What follows belongs to an exercise in optimizing a design on an open flow for small area, a short achievable clock period and few clock cycles per item; a production flow would make more cautious choices. Function was checked by simulation only, so behaviour that the tests miss may differ from the original.

## run A
Design pan_tilt_pd_tracker, start of the top module:
module pan_tilt_pd_tracker (
	input  logic                                    clk,
	input  logic                                    arst_n,
	input  logic                                    cfg_we,
	input  logic [ptpd_pkg::CFG_IDX_BITS-1:0]       cfg_index,
	input  logic [ptpd_pkg::CFG_DATA_BITS-1:0]      cfg_data,
	input  logic                                    in_valid,
	output logic                                    in_ready,
	input  logic signed [ptpd_pkg::ERROR_BITS-1:0]  pan_pixel_error,
	input  logic signed [ptpd_pkg::ERROR_BITS-1:0]  tilt_pixel_error,
	input  logic                                    target_seen,
	input  logic [ptpd_pkg::AGE_BITS-1:0]           link_age_ms,
	input  logic                                    stop_press,
	output logic                                    out_valid,
	input  logic                                    out_ready,
	output logic [ptpd_pkg::PULSE_BITS-1:0]         pan_pulse_us,
	output logic [ptpd_pkg::PULSE_BITS-1:0]         tilt_pulse_us,
	output logic                                    tracking_active,
	output logic                                    drive_enabled
);
For scale: about 4800 cells after synthesis, ~94 I/O pins, ~0.053 sq mm of cells after synthesis.
export LEC_CHECK = 0
export CAP_MARGIN = 20
export CORE_MARGIN = 2
export CORE_UTILIZATION = 75
export CTS_BUF_LIST = sky130_fd_sc_hd__clkbuf_4 sky130_fd_sc_hd__clkbuf_8
export CTS_CLUSTER_SIZE = 30
export PLACE_DENSITY = 0.8
export SLEW_MARGIN = 20
export SETUP_SLACK_MARGIN = 6.6
create_clock -name core_clock -period 11.0 [get_ports {clk}]
standard.sh (not shown) runs the stock make flow with config.mk's settings and CLKGATE_MAP_FILE= SYNTH_SCRIPT=/design/flow/synth_recipe.tcl, a recipe that flattens the netlist after the stock synthesis.
==> flow/flow/run.sh <==
#!/bin/bash
set -euo pipefail
MARGIN=6.6
sed -i '/SETUP_SLACK_MARGIN/d' config.mk
echo "export SETUP_SLACK_MARGIN = ${MARGIN}" >> config.mk
bash standard.sh synth > synth.log 2>&1
R=orfs/results/${FLOW_PLATFORM}/pan_tilt_pd_tracker/base
cp $R/1_2_yosys.v yosys_netlist_orig.v
python3 flow/fapol.py yosys_netlist_orig.v $R/1_2_yosys.v > fapol.log 2>&1
rm -f $R/1_synth.odb $R/1_synth.sdc
bash standard.sh > standard.log 2>&1
==> flow/flow/fapol.py <==
#!/usr/bin/env python3
"""Remove inverters around full adders in a Yosys netlist.

A full adder is self-dual: FA(~a, ~b, ~c) = (~cout, ~sum). Where an adder's
inputs mostly come through inverters, or its outputs mostly feed
inverters, the adder is turned to work on the other polarity, which drops
those inverters. Only combinational cells change; registers, ports and
every other cell are left as they are.

usage: fapol.py IN.v OUT.v
"""
import re
import sys
from collections import defaultdict

FA = "sky130_fd_sc_hd__fa_1"
INV_TYPES = re.compile(r"^sky130_fd_sc_hd__(inv|clkinv)_\d+$")
NEW_INV = "sky130_fd_sc_hd__inv_1"

src = open(sys.argv[1]).read()
m = re.search(r"^module\s.*?;\n", src, re.S | re.M)
head_end = m.end()
end = src.rindex("endmodule")
body = src[head_end:end]

cell_re = re.compile(r"^\s*(sky130_fd_sc_hd__\w+)\s+(\S+)\s*\((.*?)\);\s*$", re.S | re.M)
pin_re = re.compile(r"\.(\w+)\(\s*(.*?)\s*\)\s*(?:,|$)", re.S)

decls = []
cells = {}
order = []
pos = 0
other = []
for cm in cell_re.finditer(body):
    other.append(body[pos:cm.start()])
    pos = cm.end()
    typ, name, pins = cm.group(1), cm.group(2), cm.group(3)
    pm = {}
    for p, n in pin_re.findall(pins):
        pm[p] = " ".join(n.split())
    cells[name] = [typ, pm]
    order.append(name)
other.append(body[pos:])
rest = "".join(other)
# anything but cells (wire/input/output declarations, assigns) is kept as is
if re.search(r"\bassign\b", rest):
    ext_assign = set(" ".join(x.split()) for x in re.findall(r"[\\\w][^=;,{}]*", " ".join(re.findall(r"assign\s+(.*?);", rest, re.S))))
else:
    ext_assign = set()

OUTS = {"X", "Y", "Q", "Q_N", "SUM", "COUT", "HI", "LO"}


def is_out(typ, p):
    return p in OUTS


drv = {}
loads = defaultdict(set)
for name, (typ, pm) in cells.items():
    for p, n in pm.items():
        if is_out(typ, p):
            drv[n] = (name, p)
        else:
            loads[n].add((name, p))

# nets seen by the outside: ports and names in assigns
ports = set()
for d in re.findall(r"^\s*(?:input|output|inout)\s+(?:\[[^\]]*\]\s*)?(.*?);", src, re.M):
    ports.add(" ".join(d.split()))


def external(n):
    base = n.split(" [")[0].strip()
    return n in ports or base in ports or n in ext_assign or base in ext_assign or "'" in n


nid = [0]


def new_net():
    nid[0] += 1
    return f"_fapol{nid[0]}_"


new_wires = []


def is_inv(name):
    return name in cells and INV_TYPES.match(cells[name][0]) is not None


def inv_src(n):
    d = drv.get(n)
    if d and is_inv(d[0]):
        return cells[d[0]][1]["A"]
    return None


def inv_of(n):
    """An existing inverter output for net n, if any."""
    for (c, p) in loads.get(n, ()):
        if is_inv(c) and p == "A":
            return cells[c][1]["Y"]
    return None


def gain(fa):
    typ, pm = cells[fa]
    g = 0
    for p in ("A", "B", "CIN"):
        n = pm[p]
        s = inv_src(n)
        if s is not None:
            if len(loads[n]) == 1 and not external(n):
                g += 1
        elif inv_of(n) is None:
            g -= 1
    for p in ("COUT", "SUM"):
        n = pm[p]
        ls = loads.get(n, set())
        invs = [c for (c, q) in ls if is_inv(c)]
        others = [x for x in ls if not is_inv(x[0])]
        g += len(invs)
        if others or external(n):
            g -= 1
    return g


def set_pin(c, p, n):
    old = cells[c][1][p]
    loads[old].discard((c, p))
    cells[c][1][p] = n
    loads[n].add((c, p))


def remove_cell(c):
    typ, pm = cells.pop(c)
    for p, n in pm.items():
        if is_out(typ, p):
            drv.pop(n, None)
        else:
            loads[n].discard((c, p))


def add_inv(a, y):
    name = f"_fapolc{nid[0]}_"
    nid[0] += 1
    cells[name] = [NEW_INV, {"A": a, "Y": y}]
    order.append(name)
    drv[y] = (name, "Y")
    loads[a].add((name, "A"))


def flip(fa):
    typ, pm = cells[fa]
    for p in ("A", "B", "CIN"):
        n = pm[p]
        s = inv_src(n)
        if s is not None:
            set_pin(fa, p, s)
            if not loads[n] and not external(n):
                remove_cell(drv[n][0])
        else:
            z = inv_of(n)
            if z is None:
                z = new_net()
                new_wires.append(z)
                add_inv(n, z)
            set_pin(fa, p, z)
    for p in ("COUT", "SUM"):
        n = pm[p]
        nn = new_net()
        new_wires.append(nn)
        drv.pop(n, None)
        cells[fa][1][p] = nn
        drv[nn] = (fa, p)
        ls = list(loads.get(n, set()))
        for (c, q) in ls:
            if c in cells and is_inv(c):
                y = cells[c][1]["Y"]
                if external(y):
                    # keep the net name: drive it from a buffer-free rename is
                    # not possible, so leave this inverter as a double one
                    continue
                for (c2, q2) in list(loads.get(y, set())):
                    set_pin(c2, q2, nn)
                remove_cell(c)
        rest_loads = [x for x in loads.get(n, set())]
        if rest_loads or external(n):
            add_inv(nn, n)


changed = True
flips = 0
while changed:
    changed = False
    for fa in [c for c in order if c in cells and cells[c][0] == FA]:
        if gain(fa) > 0:
            flip(fa)
            flips += 1
            changed = True

out = [src[:head_end]]
out.append(rest.rstrip("\n") + "\n" if False else "")
# keep declarations, add new wires, then cells
decl_text = rest
out.append(decl_text.rstrip() + "\n")
for w in new_wires:
    out.append(f"  wire {w};\n")
for c in order:
    if c not in cells:
        continue
    typ, pm = cells[c]
    pins = ",\n".join(f"    .{p}({n} )" if n.startswith("\\") else f"    .{p}({n})" for p, n in pm.items())
    out.append(f"  {typ} {c} (\n{pins}\n  );\n")
out.append(src[end:])
open(sys.argv[2], "w").write("".join(out))
ninv = sum(1 for c in cells if is_inv(c))
sys.stderr.write(f"fapol: {flips} adders turned, {ninv} inverters left\n")
Both conditions hold for run A: the flow ran to the end and the final layout passed the timing, DRC and antenna checks.
Testbench counts of run A, summed over its fixed seeds: cycles 3,248, items 3,200.
Input-level comparison between run B and run A:
Settings: CORE_UTILIZATION: 75 -> 70; PLACE_DENSITY: 0.8 -> unset; SETUP_SLACK_MARGIN: 6.6 -> 6.8.
diff --git a/flow/flow/run.sh b/flow/flow/run.sh
--- a/flow/flow/run.sh
+++ b/flow/flow/run.sh
@@ -2,3 +2,3 @@
 set -euo pipefail
-MARGIN=6.6
+MARGIN=6.8
 sed -i '/SETUP_SLACK_MARGIN/d' config.mk
==> run summary <==
Changes observed in run B relative to run A: clock buffer count in the final layout shows an increase of 2.2%; count of cells resized by post-cts repair higher; vias per cell -1.7%.
Run B ends up with lower data arrival time of the critical path than run A does.
Core outline area | run B above run A
Diff run A -> run B | final non-filler cell total | increase of 81
Ratio of final minimum period to clock period across run A and run B: no real change.
Of run B and run A, it is run B that has the higher count of inserted tapcells.
## Diff of input files: run C against run B
Settings: a change of SETUP_SLACK_MARGIN from 6.8 to 6.6.
diff --git a/flow/flow/run.sh b/flow/flow/run.sh
--- a/flow/flow/run.sh
+++ b/flow/flow/run.sh
@@ -2,3 +2,3 @@
 set -euo pipefail
-MARGIN=6.8
+MARGIN=6.6
 sed -i '/SETUP_SLACK_MARGIN/d' config.mk
Notes after the runs:
Against run B as the reference, run C delivers a higher count of clock-buffer cells in the layout.
Summary of run C over run B: post-route cell area shrank by about 2%, final-layout non-clock buffer area share shrank by 1.2 points, share of cells above drive strength 1 shrank by 2.6 points.
A endpoint of the worst setup timing path of u_tilt.cp4_q$_DFFE_PN_ is what run B shows, while u_pan.cp4_q$_DFFE_PN_ belongs to run C.
Run B ended up with sky130_fd_sc_hd__xnor3_1 as its library cell contributing the largest single delay on the critical path; run C ended up with sky130_fd_sc_hd__fa_2.
Compared with run B, run C shows a core occupancy in the finished layout that is 1.5 points lower.
Hold slack in run C is 6.5 ps above run B.
~same portion of the layout cell area used by clock cells in run B and run C
Launching element of the worst setup path = u_tilt.xv3_q[0]$_DFFE_PN_: run B; launching element of the worst setup path = u_pan.cv3_q$_DFFE_PN_: run C
Final worst setup slack is lower on run B
--- input diff run C..run D ---
diff --git a/flow/flow/fapol.py b/flow/flow/fapol.py
--- a/flow/flow/fapol.py
+++ b/flow/flow/fapol.py
@@ -203,2 +203,46 @@
 
+# half adders with an output nobody reads become a single gate; a carry
+# read only through inverters becomes a nand
+HA = "sky130_fd_sc_hd__ha_1"
+trims = 0
+for c in [x for x in order if x in cells and cells[x][0] == HA]:
+    pm = cells[c][1]
+    s_n, c_n = pm["SUM"], pm["COUT"]
+    s_used = bool(loads.get(s_n)) or external(s_n)
+    c_used = bool(loads.get(c_n)) or external(c_n)
+    a, b = pm["A"], pm["B"]
+    if not s_used:
+        ls = list(loads.get(c_n, set()))
+        if c_used and not external(c_n) and all(is_inv(x) for (x, q) in ls):
+            ys = [cells[x][1]["Y"] for (x, q) in ls]
+            if any(external(y) for y in ys[1:]):
+                continue
+            remove_cell(c)
+            y0 = ys[0]
+            for (x, q) in ls:
+                y = cells[x][1]["Y"]
+                remove_cell(x)
+                if y != y0:
+                    for (c2, q2) in list(loads.get(y, set())):
+                        set_pin(c2, q2, y0)
+            cells[c] = ["sky130_fd_sc_hd__nand2_1", {"A": a, "B": b, "Y": y0}]
+            loads[a].add((c, "A"))
+            loads[b].add((c, "B"))
+            drv[y0] = (c, "Y")
+            trims += 1
+        elif c_used:
+            remove_cell(c)
+            cells[c] = ["sky130_fd_sc_hd__and2_0", {"A": a, "B": b, "X": c_n}]
+            loads[a].add((c, "A"))
+            loads[b].add((c, "B"))
+            drv[c_n] = (c, "X")
+            trims += 1
+    elif not c_used:
+        remove_cell(c)
+        cells[c] = ["sky130_fd_sc_hd__xor2_1", {"A": a, "B": b, "X": s_n}]
+        loads[a].add((c, "A"))
+        loads[b].add((c, "B"))
+        drv[s_n] = (c, "X")
+        trims += 1
+
 out = [src[:head_end]]
@@ -219,2 +263,2 @@
 ninv = sum(1 for c in cells if is_inv(c))
-sys.stderr.write(f"fapol: {flips} adders turned, {ninv} inverters left\n")
+sys.stderr.write(f"fapol: {flips} adders turned, {trims} half adders trimmed, {ninv} inverters left\n")
==> comparison <==
The cell count after placement reported for run D is smaller than that of run C by 41. Run D does worse than run C on setup slack. Run D against run C: synthesis-to-finish area growth increased 0.22 points, core box area fell by 0.67%, final area shows a reduction of 550 sq um. Run D against run C; post-DP HPWL is down slightly.

-- what the ideal ports hide --
The results above use ideal ports. As a check the final layouts listed here were re-extracted and re-timed, cells and wires unchanged. Step 1 assumes that a clkbuf_16 drives the clock port and a buf_2 every other input. Step 2 moves the port delays by t, midway between the first and last clock arrival at a register: inputs arrive t later, outputs are due t later. That takes back most of the time a late clock gives input paths. Slacks: ideal / step 1 / step 2; pairs: ideal / step 1.
run | t, ns | setup slack, ns | worst register clock-pin slew, ns | worst data-port slew with drivers (ns)
run A | 0.764 | 6.466 / 6.466 / 5.967 | 0.07 / 0.07 | 0.05
run B | 0.762 | 6.461 / 6.461 / 6.153 | 0.08 / 0.08 | 0.05
run C | 0.769 | 6.536 / 6.536 / 5.944 | 0.08 / 0.08 | 0.07
run D | 0.787 | 6.353 / 6.353 / 5.976 | 0.08 / 0.08 | 0.06
After both steps setup and hold are still met in every run listed. The setup slack of run C, which loses most, moves by 0.000 ns with the drivers and by -0.592 ns with both steps.
